What follows belongs to an exercise in optimizing a design on an open flow for small area, a short achievable clock period and few clock cycles per item; a production flow would make more cautious choices.
In this exercise RTL edits were held to simulation tests only and were not proved equivalent to the original.
No activity file was given, so power comes from the tool's default toggle rates.

== the reference run ==
// muldiv_sequencer
module muldiv_sequencer (
  input  logic        CLK,
  input  logic        RESET_N,
  input  logic        START,
  input  logic        ABORT,
  input  logic [2:0]  OP,
  input  logic [63:0] X,
  input  logic [63:0] Y,
  output logic        BUSY,
  output logic        DONE,
  output logic [63:0] RESULT
);
Size: ~5900 cells after synthesis, ~200 I/O pins, roughly 46000 um2 of cells after synthesis.
==> flow/config.mk <==
export PLATFORM = sky130hd
export DESIGN_NAME = muldiv_sequencer
export DESIGN_NICKNAME = muldiv_sequencer
export VERILOG_FILES = /design/flow/design.v
export SDC_FILE = /design/flow/constraint.sdc
export NUM_CORES = 4
export LEC_CHECK = 0
export CAP_MARGIN = 20
export CELL_PAD_IN_SITES_DETAIL_PLACEMENT = 1
export CELL_PAD_IN_SITES_GLOBAL_PLACEMENT = 2
export CORE_MARGIN = 2
export CORE_UTILIZATION = 30
export PLACE_DENSITY = 0.45
export SETUP_SLACK_MARGIN = 5.0
export SLEW_MARGIN = 20
export TNS_END_PERCENT = 10
==> flow/constraint.sdc <==
create_clock -name core_clock -period 8.0 [get_ports {CLK}]
set_input_delay 1.6000 -clock core_clock [delete_from_list [all_inputs] [get_ports {CLK}]]
set_output_delay 1.6000 -clock core_clock [all_outputs]
set_load 0.01 [all_outputs]
run.sh (not shown) runs the stock make flow with config.mk's settings and CLKGATE_MAP_FILE= SYNTH_SCRIPT=/design/flow/synth_recipe.tcl, a recipe that flattens the netlist after the stock synthesis.
The reference run finished every step from synthesis to the final layout, and the layout passed the timing, DRC and antenna checks.
Testbench counts of the reference run, summed over its fixed seeds: cycles 36,360, ops 3,200.
Input changes introduced in the trial run (baseline for comparison: the reference run):
- swapping 30 for 35 in CORE_UTILIZATION
- swapping 10 for 5 in TNS_END_PERCENT
- swapping 5.0 for 4.5 in SETUP_SLACK_MARGIN
- swapping 0.45 for 0.55 in PLACE_DENSITY
- swapping 2 for 1 in CELL_PAD_IN_SITES_GLOBAL_PLACEMENT
### Flow results
- The worst hold margin in the trial run sits 15 ps above the value recorded for the reference run.
- [the trial run] fraction of area in multi-input gates rose 1.2 points relative to the reference run
- Internal cell power in the trial run is about 6% lower than in the reference run
- The trial run vs the reference run: share of total power in combinational logic down in the trial run
- Looking at final wirelength across the reference run and the trial run, the one that comes out higher is the reference run.
- The reference run and the trial run ended up with roughly the same count of multi-input combinational gates.
- From the reference run to the trial run, hold buffer count at CTS did not move at all.
- The final cell count reported for the trial run is smaller than that of the reference run by about 6%.
- Delta (the trial run minus the reference run): clock period minus final worst setup slack higher, global-route wire length before repair lower, total power consumption of the routed design lower.


## run A
muldiv_sequencer again, from the RTL that the note above started with.
==> flow/config.mk <==
export PLATFORM = sky130hd
export DESIGN_NAME = muldiv_sequencer
export DESIGN_NICKNAME = muldiv_sequencer
export VERILOG_FILES = /design/flow/design.v
export SDC_FILE = /design/flow/constraint.sdc
export NUM_CORES = 4
export LEC_CHECK = 0
export CAP_MARGIN = 20
export CELL_PAD_IN_SITES_DETAIL_PLACEMENT = 1
export CELL_PAD_IN_SITES_GLOBAL_PLACEMENT = 2
export CORE_MARGIN = 2
export CORE_UTILIZATION = 30
export PLACE_DENSITY = 0.45
export SETUP_SLACK_MARGIN = 3.9
export SLEW_MARGIN = 20
export TNS_END_PERCENT = 5
==> flow/constraint.sdc <==
create_clock -name core_clock -period 8.0 [get_ports {CLK}]
set_input_delay 1.6000 -clock core_clock [delete_from_list [all_inputs] [get_ports {CLK}]]
set_output_delay 1.6000 -clock core_clock [all_outputs]
set_load 0.01 [all_outputs]
Testbench counts of run A, summed over its fixed seeds: cycles 36,360, ops 3,200.
## Diff of input files: run C against run A
# run A
export LEC_CHECK = 0
export CAP_MARGIN = 20
export CELL_PAD_IN_SITES_DETAIL_PLACEMENT = 1
export CELL_PAD_IN_SITES_GLOBAL_PLACEMENT = 2
export CORE_MARGIN = 2
export CORE_UTILIZATION = 30
export PLACE_DENSITY = 0.45
export SETUP_SLACK_MARGIN = 3.9
export SLEW_MARGIN = 20
export TNS_END_PERCENT = 5
create_clock -name core_clock -period 8.0 [get_ports {CLK}]
# run C
export LEC_CHECK = 0
export CAP_MARGIN = 20
export CELL_PAD_IN_SITES_DETAIL_PLACEMENT = 1
export CELL_PAD_IN_SITES_GLOBAL_PLACEMENT = 2
export CORE_MARGIN = 2
export CORE_UTILIZATION = 30
export PLACE_DENSITY = 0.45
export SETUP_SLACK_MARGIN = 4.5
export SLEW_MARGIN = 20
export TNS_END_PERCENT = 5
create_clock -name core_clock -period 8.0 [get_ports {CLK}]
Results
- Run C: fmax about 11% above run A
- The run showing the smaller switching part of the total power is run C.
- Higher vias after detailed routing goes to run C over run A.
- Run C completed every stage of the flow, and the final layout passed the timing, DRC and antenna checks.
- For final instance area, dividing the value from run C by the value from run A gives 1.07.
- Antenna diode count for run C: 2 down relative to run A

==> what the ideal ports hide <==
The results above use ideal ports. As a check the final layouts listed here were re-extracted and re-timed, cells and wires unchanged. Step 1: set_driving_cell puts a clkbuf_16 on CLK and a buf_2 on each other input, an assumption about the parent block. Step 2 also shifts input and output timing later by t, the mid clock arrival at the registers, as if the neighbouring blocks saw the same clock. a / b / c = no drivers / after step 1 / after step 2; a / b = the first two.
run	shift t [ns]	slack for setup (ns)	worst register clock-pin slew, ns	worst data-port slew with drivers (ns)	cell pins on the clock port's net
the reference run	0.778	3.959 / 3.959 / 3.941	0.07 / 0.07	0.07	1
the trial run	0.760	3.787 / 3.835 / 3.082	0.07 / 0.07	0.06	1
run A	0.790	3.391 / 3.391 / 2.949	0.07 / 0.07	0.06	1
run C	0.780	3.864 / 3.915 / 3.147	0.07 / 0.07	0.05	1
After both steps every run listed still meets setup and hold. The setup slack of run C, which loses most, moves by +0.051 ns with the drivers and by -0.717 ns with both steps.
